This design comes from an exercise in tuning for small area on the open sky130 flow, not from production work.
At most, simulation tests tie the RTL to the original design; equivalence was not proved.
Power and IR drop assume default switching activity.

==> trial 20: inputs <==
## m8c_issp_target
module m8c_issp_target #(
    parameter int          VEC_SIZE       = 22,
    parameter int          POR_HI_CYCLES  = 15000,
    parameter int          POR_LO_CYCLES  = 4,
    parameter int          EXEC_BUSY_CLKS = 8,
    parameter int          EXEC_ZERO_BITS = 40,
    parameter logic [7:0]  EXEC_REG       = 8'hFF
) (
    input  logic                osc,
    input  logic                rst_n,
    input  logic                vdd_on,
    input  logic                sclk,
    input  logic                sdata_in,
    output logic                sdata_out,
    output logic                sdata_oe,
    output logic                vec_valid,
    output logic [VEC_SIZE-1:0] vec_data,
    output logic                exec_pulse,
    input  logic [7:0]          dbg_addr,
    output logic [7:0]          dbg_data
);
    localparam logic [2:0] c_ST_OFF   = 3'd0;
    localparam logic [2:0] c_ST_PORHI = 3'd1;
    localparam logic [2:0] c_ST_PORLO = 3'd2;
    localparam logic [2:0] c_ST_SHIFT = 3'd3;
    localparam logic [2:0] c_ST_BUSY  = 3'd4;
    localparam logic [2:0] c_ST_READY = 3'd5;
    localparam logic [2:0] c_ST_ZERO  = 3'd6;
    localparam logic [13:0] c_SH_FIRST = 14'd12;
    localparam logic [13:0] c_POR_HI_LAST = 14'(POR_HI_CYCLES - 1);
    logic [2:0]   r_state;
    logic         r_sclk_s1, r_sclk_s2, r_sclk_d;
    logic         r_sd_s1, r_sd_s2;
    logic [13:0]  r_cnt;
    logic [20:0]  r_shift;
    logic [7:0]   r_rd_data;
    logic [8:0]   r_addr;        
    logic         r_is_read;
    logic [4:0]   r_phase;
    logic         r_pend;
  ...
clock: 6.0 ns
lec_check: 0
cap_margin: 20
core_margin: 2
core_utilization: 40
slew_margin: 20
run.sh (not shown) runs the stock make flow with config.mk's settings and CLKGATE_MAP_FILE= SYNTH_SCRIPT=/design/flow/synth_recipe.tcl, a recipe that flattens the netlist after the stock synthesis.
==> build 30: changes against trial 20 <==
--- a/flow/design.v
+++ b/flow/design.v
@@ -60,19 +60,32 @@
         r_sd_s2 <= r_sd_s1;
     end
     assign w_rise = r_sclk_s2 & ~r_sclk_d;
     assign w_fall = ~r_sclk_s2 & r_sclk_d;
     assign w_bit  = sdata_oe ? sdata_out : r_sd_s2;
     assign w_vec  = {r_shift, w_bit};
     always_ff @(posedge osc) r_phase <= r_phase + 5'd1;
+    logic [3:0] r_pl;
+    logic [7:0] r_ph;
+    always_comb begin
+        for (int i = 0; i < 4; i++) r_pl[i] = (r_phase[1:0] == 2'(i));
+        for (int i = 0; i < 8; i++) r_ph[i] = (r_phase[4:2] == 3'(i));
+    end
     assign w_ins = r_pend && (r_pend_k == ~r_phase);
     for (genvar g = 0; g < 16; g++) begin : g_ring
+        logic       ins, ins_n;
+        logic [7:0] d0;
+        assign ins   = w_ins && (r_pend_ring == 4'(g));
+        assign ins_n = ~ins;
+        for (genvar b = 0; b < 8; b++) begin : g_b
+            m8c_sel2 u_sel (.a(r_ring[g][248 + b]), .a_en(ins_n), .b(r_pend_data[b]), .b_en(ins),
+                            .y(d0[b]));
+        end
         always_ff @(posedge osc)
-            r_ring[g] <= {r_ring[g][247:0],
-                          (w_ins && r_pend_ring == 4'(g)) ? r_pend_data : r_ring[g][255:248]};
+            r_ring[g] <= {r_ring[g][247:0], d0};
     end
     assign w_commit   = rst_n && vdd_on && (r_state == c_ST_SHIFT) && w_fall
                         && r_cnt[5] && r_cnt[0];
     assign w_we       = w_commit && w_vec[21] && !w_vec[19] && (w_vec[2:0] == 3'b111);
     assign w_exec_arm = w_we && w_vec[20] && (w_vec[18:11] == EXEC_REG);
     always_ff @(posedge osc) begin
         if (w_we) begin
@@ -80,41 +93,85 @@
             r_pend_ring <= {w_vec[20], w_vec[18:16]};
             r_pend_k    <= w_vec[15:11];
             r_pend_data <= w_vec[10:3];
         end else if (w_ins) begin
             r_pend <= 1'b0;
         end
     end
-    logic [4:0] w_dslot;
-    logic [7:0] w_dring;
-    logic       w_dhit;
-    assign w_dslot = dbg_addr[4:0] + r_phase;
+    logic [31:0] w_dsel;
+    logic [7:0]  w_drsel;
+    logic        w_dhit;
+    logic [3:0] w_kl, w_l;
+    logic [7:0] w_kh, w_h0, w_h;
+    logic       w_c;
     always_comb begin
-        w_dring = '0;
-        for (int r = 0; r < 8; r++)
-            for (int s = 0; s < 32; s++)
-                if (dbg_addr[7:5] == 3'(r) && w_dslot == 5'(s))
-                    w_dring = w_dring | r_ring[r][8*s +: 8];
+        for (int i = 0; i < 4; i++) w_kl[i] = (dbg_addr[1:0] == 2'(i));
+        for (int i = 0; i < 8; i++) w_kh[i] = (dbg_addr[4:2] == 3'(i));
+        for (int a = 0; a < 4; a++) begin
+            w_l[a] = 1'b0;
+            for (int i = 0; i < 4; i++) w_l[a] = w_l[a] | (w_kl[i] & r_pl[(a - i) & 3]);
+        end
+        w_c = 1'b0;
+        for (int i = 0; i < 4; i++)
+            for (int j = 0; j < 4; j++)
+                if (i + j >= 4) w_c = w_c | (w_kl[i] & r_pl[j]);
+        for (int b = 0; b < 8; b++) begin
+            w_h0[b] = 1'b0;
+            for (int i = 0; i < 8; i++) w_h0[b] = w_h0[b] | (w_kh[i] & r_ph[(b - i) & 7]);
+        end
+        for (int b = 0; b < 8; b++) w_h[b] = w_c ? w_h0[(b - 1) & 7] : w_h0[b];
+        for (int s = 0; s < 32; s++) w_dsel[s] = w_h[s >> 2] & w_l[s & 3] & !w_dhit;
+        for (int r = 0; r < 8; r++) w_drsel[r] = (dbg_addr[7:5] == 3'(r));
+    end
+    logic [7:0] w_dlvl1 [32];
+    for (genvar sl = 0; sl < 32; sl++) begin : g_ds
+        for (genvar b = 0; b < 8; b++) begin : g_db
+            logic [7:0] col;
+            for (genvar r = 0; r < 8; r++) begin : g_dr
+                assign col[r] = r_ring[r][8*sl + b];
+            end
+            m8c_ohmux #(.N(8)) u_mux (.d(col), .s(w_drsel), .y(w_dlvl1[sl][b]));
+        end
+    end
+    for (genvar b = 0; b < 8; b++) begin : g_db2
+        logic [32:0] col;
+        for (genvar sl = 0; sl < 32; sl++) begin : g_ds2
+            assign col[sl] = w_dlvl1[sl][b];
+        end
+        assign col[32] = r_pend_data[b];
+        m8c_ohmux #(.N(33)) u_mux (.d(col), .s({w_dhit, w_dsel}), .y(dbg_data[b]));
     end
     assign w_dhit   = r_pend && !r_pend_ring[3] && (r_pend_ring[2:0] == dbg_addr[7:5])
                       && (r_pend_k == dbg_addr[4:0]);
-    assign dbg_data = w_dhit ? r_pend_data : w_dring;
-    logic [4:0] w_rel;
-    logic       w_rhit;
+    logic [4:0]  w_rel;
+    logic        w_rhit;
+    logic [15:0] w_rrsel;
     assign w_rel  = r_addr[4:0] + r_phase;
     assign w_rhit = r_pend && ({r_pend_ring, r_pend_k} == r_addr);
+    always_comb
+        for (int r = 0; r < 16; r++) w_rrsel[r] = (r_addr[8:5] == 4'(r));
     for (genvar j = 0; j < 8; j++) begin : g_rd
         localparam int LG = (j == 7) ? 1 : (j >= 5) ? 2 : (j >= 1) ? 3 : 4;
-        logic tap, en;
-        always_comb begin
-            tap = 1'b0;
-            for (int r = 0; r < 16; r++)
-                for (int s = 0; s < 32; s += (1 << LG))
-                    if (r_addr[8:5] == 4'(r) && w_rel[4:LG] == 5'(s >> LG))
-                        tap = tap | r_ring[r][8*s + j];
+        localparam int NT = 32 >> LG;
+        logic [NT-1:0] tsel;
+        logic [NT-1:0] lvl1;
+        logic          tap, en;
+        always_comb
+            for (int t = 0; t < NT; t++) tsel[t] = (w_rel[4:LG] == (5-LG)'(t));
+        for (genvar t = 0; t < NT; t++) begin : g_rt
+            logic [15:0] col;
+            for (genvar r = 0; r < 16; r++) begin : g_rr
+                assign col[r] = r_ring[r][8*(t << LG) + j];
+            end
+            m8c_ohmux #(.N(16)) u_mux (.d(col), .s(w_rrsel), .y(lvl1[t]));
+        end
+        if (NT > 1) begin : g_l2
+            m8c_ohmux #(.N(NT)) u_mux2 (.d(lvl1), .s(tsel), .y(tap));
+        end else begin : g_l2
+            assign tap = lvl1[0];
         end
         assign en = w_rhit || (w_rel[LG-1:0] == '0);
         always_ff @(posedge osc)
             if (en) r_rd_data[j] <= w_rhit ? r_pend_data[j] : tap;
     end
     assign w_in_rd  = r_is_read && (r_cnt[5:3] == 3'b011);
     assign w_rd_bit = r_rd_data[~r_cnt[2:0]];
@@ -217,8 +274,53 @@
                     r_state  <= c_ST_OFF;
                     sdata_oe <= 1'b0;
                 end
             endcase
         end
     end
 endmodule
+module m8c_ohmux #(
+    parameter int N = 32
+) (
+    input  logic [N-1:0] d,
+    input  logic [N-1:0] s,
+    output logic         y
+);
+    localparam int G = N / 3;
+    localparam int R = N - 3 * G;
+    logic [(G > 0 ? G : 1)-1:0] g;
+    logic         rest;
+    if (G == 0) begin : g_none
+        assign g = 1'b1;
+    end
+    for (genvar k = 0; k < G; k++) begin : g_grp
+        m8c_aoi222 u_aoi (.a0(d[3*k]), .b0(s[3*k]), .a1(d[3*k+1]), .b1(s[3*k+1]),
+                          .a2(d[3*k+2]), .b2(s[3*k+2]), .y(g[k]));
+    end
+    if (R == 2) begin : g_r2
+        assign rest = (d[N-2] & s[N-2]) | (d[N-1] & s[N-1]);
+    end else if (R == 1) begin : g_r1
+        assign rest = d[N-1] & s[N-1];
+    end else begin : g_r0
+        assign rest = 1'b0;
+    end
+    assign y = ~(&g) | rest;
+endmodule
+module m8c_sel2 (
+    input  logic a, a_en, b, b_en,
+    output logic y
+);
+    assign y = (a & a_en) | (b & b_en);
+endmodule
+module m8c_aoi222 (
+    input  logic a0, b0, a1, b1, a2, b2,
+    output logic y
+);
+    assign y = ~((a0 & b0) | (a1 & b1) | (a2 & b2));
+endmodule
+module m8c_aoi22 (
+    input  logic a0, b0, a1, b1,
+    output logic y
+);
+    assign y = ~((a0 & b0) | (a1 & b1));
+endmodule
 `default_nettype wire
- CORE_UTILIZATION: 40 -> 60
- CTS_BUF_LIST: not set -> sky130_fd_sc_hd__clkbuf_16
- CTS_CLUSTER_DIAMETER: not set -> 60
- CTS_CLUSTER_SIZE: not set -> 30
- SETUP_SLACK_MARGIN: not set -> 0.2
- SYNTH_HIERARCHICAL: not set -> 1
==> run summary <==
Against build 30, the clock skew of trial 20 is higher by 0.087 ns.
Final cell count: trial 20 is larger than build 30 (44%).
Trial 20 completed, yet does not pass: setup timing. Build 30 finished clean.
In sequential power, trial 20 and build 30 hardly differ.
Critical path depth: build 30 is lower than trial 20 (14).
In trial 20 the power is higher than in build 30, by 29%.
==> figures <==
Max Freq: build 30 170 MHz; trial 20 149 MHz
Final total power: build 30 43.9 mW; trial 20 56.7 mW
Post-Synth Simple-Gate Area: build 30 3.77%; trial 20 6.39%
Final setup violation count: build 30 0; trial 20 8
Peak ir drop on the vdd network: build 30 0.346 mV; trial 20 0.341 mV
Final area over synthesized area: build 30 1.131x; trial 20 1.306x
Largest stage delay on the critical path: build 30 0.53 ns; trial 20 0.50 ns
Crit path buffers/inverters: build 30 4; trial 20 14
Share of the final layout cell area in multi-input gates: build 30 15.0%; trial 20 18.3%
Path length in cells of the critical path: build 30 10; trial 20 24
Non-filler cells in the finished layout: build 30 9386; trial 20 13500
Outcome: build 30 finished clean; trial 20 finished with violations
Layout check failures: build 30 -; trial 20 setup timing
Function not checked in trial 20: the RTL went through the layout flow alone.

-- what the ideal ports hide --
Ports are ideal in the flow. The routed layouts listed here were re-timed in OpenROAD.
Step 1, drivers: a clkbuf_16 drives osc and a buf_2 each remaining input, both assumed.
Step 2 also shifts input and output timing later by t, the mid clock arrival at the registers, as if the neighbouring blocks saw the same clock.
Slacks: ideal ports / drivers / drivers and shift; pairs: ideal ports / drivers.
run | shift t [ns] | setup slack, ns | slew at the worst register clock pin (ns) | worst slew at a driven data input, ns | pins driven straight from the clock port
trial 20 | 1.098 | -0.694 / -0.797 / -0.723 | 0.08 / 0.08 | 0.06 | 1
build 30 | 0.952 | 0.124 / -0.025 / -0.025 | 0.11 / 0.11 | 0.15 | 1
With both steps, setup timing fails in build 30, where it was met with ideal ports. For build 30, which loses most, drivers alone change the setup slack by -0.149 ns; drivers and shift together by -0.149 ns.
